From an optimization exercise on the open Yosys and OpenROAD flow, aimed at small area; shortcuts taken in it are not production practice.
Only simulation tests tie the RTL to the original design; equivalence was not proved.

==> 08-10 <==
// cpu_top
module cpu_top (
    input  logic        clk,
    input  logic        rst_n,
    input  logic [15:0] i_imem_data,
    input  logic [15:0] i_dmem_rdata,
    output logic [10:0] o_imem_addr,
    output logic [10:0] o_dmem_addr,
    output logic        o_dmem_we,
    output logic [15:0] o_dmem_wdata,
    output logic        o_io_stall
);
==> module cpu_top, before the edit <==
module cpu_top (
    input  logic        clk,
    input  logic        rst_n,
    input  logic [15:0] i_imem_data,
    input  logic [15:0] i_dmem_rdata,
    output logic [10:0] o_imem_addr,
    output logic [10:0] o_dmem_addr,
    output logic        o_dmem_we,
    output logic [15:0] o_dmem_wdata,
    output logic        o_io_stall
);
    logic [2:0]  st_q;
    logic [10:0] pc_q;
    logic [15:0] a_q;           
    logic [15:0] x_q;           
    logic [15:0] regs [16];
    logic [15:0] vld_q;
    wire [15:0] ir = i_imem_data;
    wire [2:0]  op = ir[15:13];
    wire [3:0]  rs = ir[12:9];
    wire [3:0]  rt = ir[8:5];
    wire [3:0]  rd = ir[4:1];
    wire        fb = ir[0];
    logic [2:0] last;
    always_comb begin
        case (op)
            3'd0:    last = 3'd5;
            3'd1:    last = fb ? 3'd6 : 3'd5;
            3'd2:    last = 3'd7;
            3'd3:    last = 3'd6;
            default: last = 3'd4;
        endcase
    end
    wire is_last = (st_q == last);
    always_ff @(posedge clk or negedge rst_n) begin
        if (!rst_n)         st_q <= 3'd0;
        else if (st_q == 3'd0) st_q <= 3'd2;
        else if (is_last)   st_q <= 3'd1;
        else                st_q <= st_q + 3'd1;
    end
    assign o_io_stall = (st_q != 3'd1);
    wire [3:0]  ridx  = (st_q == 3'd2) ? rs : rt;
    wire [15:0] rdata = vld_q[ridx] ? regs[ridx] : 16'd0;
    always_ff @(posedge clk) begin
        if (st_q == 3'd2) a_q <= rdata;
    end
    wire        sub  = (op == 3'd0) ? fb : 1'b1;
    wire [15:0] sum  = a_q + (rdata ^ {16{sub}}) + {15'd0, sub};
    wire        lt   = (a_q[15] != rdata[15]) ? a_q[15] : sum[15];
    wire        eq   = (sum == 16'd0);
    wire [10:0] addr = a_q[10:0] + {{6{ir[4]}}, ir[4:0]};
    logic [3:0] dig;
    always_comb begin
        case (st_q[1:0])
            2'd3:    dig = rdata[15:12];
            2'd0:    dig = rdata[11:8];
            2'd1:    dig = rdata[7:4];
            default: dig = rdata[3:0];
        endcase
    end
    wire [15:0] acc_in = (st_q == 3'd3) ? 16'd0 : {x_q[11:0], 4'd0};
    wire [15:0] mstep  = acc_in + (a_q & {16{dig[0]}}) + ({a_q[14:0], 1'b0} & {16{dig[1]}})
                       + ({a_q[13:0], 2'b0} & {16{dig[2]}}) + ({a_q[12:0], 3'b0} & {16{dig[3]}});
    always_ff @(posedge clk) begin
        x_q <= mstep;
    end
    logic        we;
    logic [15:0] wdata;
    wire  [3:0]  widx = (op == 3'd2) ? rt : rd;
    always_comb begin
        we    = 1'b0;
        wdata = sum;
        case (op)
            3'd0: we = (st_q == 3'd3);
            3'd1: begin
                we    = fb ? (st_q == 3'd6) : (st_q == 3'd3);
                wdata = fb ? mstep : {15'd0, lt};
            end
            3'd2: begin
                we    = (st_q == 3'd4);
                wdata = i_dmem_rdata;
            end
            default: ;
        endcase
    end
    always_ff @(posedge clk) begin
        if (we) regs[widx] <= wdata;
    end
    always_ff @(posedge clk or negedge rst_n) begin
        if (!rst_n)  vld_q <= 16'd0;
        else if (we) vld_q[widx] <= 1'b1;
    end
    wire        taken = (op == 3'd4) && eq;
    wire [10:0] pinc  = pc_q + (taken ? {{6{ir[4]}}, ir[4:0]} : 11'd0) + 11'd1;
    always_ff @(posedge clk or negedge rst_n) begin
        if (!rst_n) pc_q <= 11'd0;
        else if (st_q != 3'd0 && is_last) pc_q <= (op == 3'd5) ? ir[11:1] : pinc;
    end
    assign o_imem_addr  = pc_q;
    assign o_dmem_addr  = addr;
    assign o_dmem_we    = (st_q == 3'd5) && (op == 3'd3);
    assign o_dmem_wdata = rdata;
endmodule
Settings: LEC_CHECK=0, ABC_AREA=1, CAP_MARGIN=20, CORE_MARGIN=2, CORE_UTILIZATION=55, SLEW_MARGIN=20; clock period 5.5 ns.
run.sh (not shown) runs the stock make flow with config.mk's settings and CLKGATE_MAP_FILE= SYNTH_SCRIPT=/design/flow/synth_recipe.tcl, a recipe that flattens the netlist after the stock synthesis.
==> inputs of 11-12, as changes to 08-10 <==
==> flow/design.v (replaced) <==
module cpu_top (
    input  logic        clk,
    input  logic        rst_n,
    input  logic [15:0] i_imem_data,
    input  logic [15:0] i_dmem_rdata,
    output logic [10:0] o_imem_addr,
    output logic [10:0] o_dmem_addr,
    output logic        o_dmem_we,
    output logic [15:0] o_dmem_wdata,
    output logic        o_io_stall
);
    logic [2:0]  st_q;
    logic [3:0]  t_q;
    logic [10:0] pc_q;
    logic [15:0] a_q;
    logic [15:0] r_q;
    logic [15:0] x_q;
    logic [3:0]  pidx_q;
    logic        pend_q;
    logic [15:0] ring [16];
    logic [15:0] vr_q;
    wire [15:0] ir = i_imem_data;
    wire [2:0]  op = ir[15:13];
    wire [3:0]  rs = ir[12:9];
    wire [3:0]  rt = ir[8:5];
    wire [3:0]  rd = ir[4:1];
    wire        fb = ir[0];
    wire is_alu = (op == 3'd0) || (op == 3'd1 && !fb);    
    wire is_mul = (op == 3'd1) && fb;
    wire is_ls  = (op == 3'd2) || (op == 3'd3);
    wire is_lw  = (op == 3'd2);
    logic [2:0] last;
    always_comb begin
        case (op)
            3'd0:    last = 3'd5;
            3'd1:    last = fb ? 3'd6 : 3'd5;
            3'd2:    last = 3'd7;
            3'd3:    last = 3'd6;
            default: last = 3'd4;
        endcase
    end
    wire is_last = (st_q == last);
    always_ff @(posedge clk or negedge rst_n) begin
        if (!rst_n)            st_q <= 3'd0;
        else if (st_q == 3'd0) st_q <= 3'd2;
        else if (is_last)      st_q <= 3'd1;
        else                   st_q <= st_q + 3'd1;
    end
    always_ff @(posedge clk or negedge rst_n) begin
        if (!rst_n) t_q <= 4'd0;
        else        t_q <= t_q + 4'd1;
    end
    assign o_io_stall = (st_q != 3'd1);
    wire [3:0] ridx = (st_q == 3'd2) ? rs : rt;
    wire [3:0] slot = ridx + t_q;
    wire       fwd  = pend_q && (ridx == pidx_q);
    logic [15:0] rdata;
    always_comb begin
        rdata = fwd ? x_q : 16'd0;
        for (int s = 0; s < 16; s++)
            rdata = rdata | (ring[s] & {16{vr_q[s] && !fwd && (slot == 4'(s))}});
    end
    always_ff @(posedge clk) begin
        if (st_q == 3'd2) a_q <= rdata;
        r_q <= rdata;
    end
    wire         sub = (op == 3'd0) ? fb : 1'b1;
    logic [15:0] acc;
    logic [4:0]  dig;
    logic        cin;
    logic [15:0] msrc;
    always_comb begin
        msrc = (st_q == 3'd4) ? (a_q & {16{r_q[15]}}) : x_q;
        if (is_mul) begin
            acc = {msrc[10:0], 5'd0};
            case (st_q)
                3'd4:    dig = r_q[14:10];
                3'd5:    dig = r_q[9:5];
                default: dig = r_q[4:0];
            endcase
            cin = 1'b0;
        end else if (is_ls) begin
            acc = {{11{ir[4]}}, ir[4:0]};
            dig = 5'd1;
            cin = 1'b0;
        end else begin
            acc = r_q ^ {16{sub}};
            dig = 5'd1;
            cin = sub;
        end
    end
    wire [15:0] tree = acc + (a_q & {16{dig[0]}})
                     + ({a_q[14:0], 1'b0} & {16{dig[1]}})
                     + ({a_q[13:0], 2'b0} & {16{dig[2]}})
                     + ({a_q[12:0], 3'b0} & {16{dig[3]}})
                     + ({a_q[11:0], 4'b0} & {16{dig[4]}})
                     + {15'd0, cin};
    wire lt = (a_q[15] != r_q[15]) ? a_q[15] : tree[15];
    wire eq = (a_q == r_q);
    wire prod_alu = is_alu && (st_q == 3'd4);
    wire addr_ls  = is_ls  && (st_q == 3'd4);
    wire prod_lw  = is_lw  && (st_q == 3'd6);
    wire step_mul = is_mul && (st_q == 3'd4 || st_q == 3'd5 || st_q == 3'd6);
    wire prod_mul = is_mul && (st_q == 3'd6);
    wire produce  = prod_alu || prod_lw || prod_mul;
    always_ff @(posedge clk) begin
        if (prod_alu && op == 3'd1)            x_q <= {15'd0, lt};
        else if (prod_lw)                      x_q <= i_dmem_rdata;
        else if (prod_alu || addr_ls || step_mul) x_q <= tree;
    end
    always_ff @(posedge clk) begin
        if (produce) pidx_q <= is_lw ? rt : rd;
    end
    wire [3:0] wslot  = pidx_q + t_q + 4'd1;
    wire       commit = pend_q && (wslot[1:0] == 2'd0);
    always_ff @(posedge clk or negedge rst_n) begin
        if (!rst_n)       pend_q <= 1'b0;
        else if (produce) pend_q <= 1'b1;
        else if (commit)  pend_q <= 1'b0;
    end
    always_ff @(posedge clk) begin
        for (int s = 0; s < 16; s++) begin
            if (s % 4 == 0 && commit && wslot[3:2] == 2'(s / 4))
                ring[s] <= x_q;
            else
                ring[s] <= ring[(s + 15) % 16];
        end
    end
    always_ff @(posedge clk or negedge rst_n) begin
        if (!rst_n) vr_q <= 16'd0;
        else begin
            for (int s = 0; s < 16; s++) begin
                if (s % 4 == 0 && commit && wslot[3:2] == 2'(s / 4))
                    vr_q[s] <= 1'b1;
                else
                    vr_q[s] <= vr_q[(s + 15) % 16];
            end
        end
    end
    wire        taken = (op == 3'd4) && eq;
    wire [10:0] pinc  = pc_q + (taken ? {{6{ir[4]}}, ir[4:0]} : 11'd0) + 11'd1;
    always_ff @(posedge clk or negedge rst_n) begin
        if (!rst_n)       pc_q <= 11'd0;
        else if (is_last) pc_q <= (op == 3'd5) ? ir[11:1] : pinc;
    end
    assign o_imem_addr  = pc_q;
    assign o_dmem_addr  = x_q[10:0];
    assign o_dmem_we    = (st_q == 3'd5) && (op == 3'd3);
    assign o_dmem_wdata = r_q;
endmodule
==> qor summary <==
	08-10	11-12
Status	failed layout checks	complete, no violations
Layout check failures	negative setup slack	-
Worst reg2reg path endpoint	regs[8][13]$_DFFE_PP_	x_q[12]$_SDFFE_PP0P_
Worst hold stages	1	0
Clk tree area frac	4.65%	7.01%
Die Footprint	0.0322 mm²	0.0299 mm²
Met1 GRT Util	47.0%	41.1%
Largest net degree at the start of global routing	31	40
DRT Wirelength	58300 µm	48000 µm
Placed instance area	0.0205 mm²	0.0173 mm²
Non-clock buffer share of cell area	19.2%	7.99%
Required arrival time at the worst endpoint	5.91 ns	5.89 ns
Proportion of netlist area held by the largest area contributor	48.2%	36.6%
Vias after detailed routing	15000	13700
Netlist area before placement	0.0170 mm²	0.0157 mm²
First-pass GRT wire length	85800 µm	74200 µm
GR Util met2	56.8%	52.7%
Core area	0.0305 mm²	0.0279 mm²

what the ideal ports hide:
No port has a modelled driver above. Below, the same layouts with a new extraction and two added sets of constraints. Step 1 assumes that a clkbuf_16 drives the clock port and a buf_2 every other input. Step 2, shift: input delay + t, output delay - t, t = (earliest + latest rising clock arrival at the registers) / 2. This alone moves slack from input paths to output paths. Slacks: no drivers / after step 1 / after step 2; pairs: no drivers / after step 1.
run | t (ns) | setup slack, ns | hold slack, ns
08-10 | 0.586 | -1.138 / -1.122 / -1.706 | 0.479 / 0.479 / 0.479
11-12 | 0.561 | 0.250 / 0.276 / -0.285 | 0.344 / 0.344 / 0.344
Met with ideal ports but missed after step 2: setup timing in 11-12. For 08-10, which loses most, drivers alone change the setup slack by +0.016 ns; drivers and shift together by -0.568 ns.
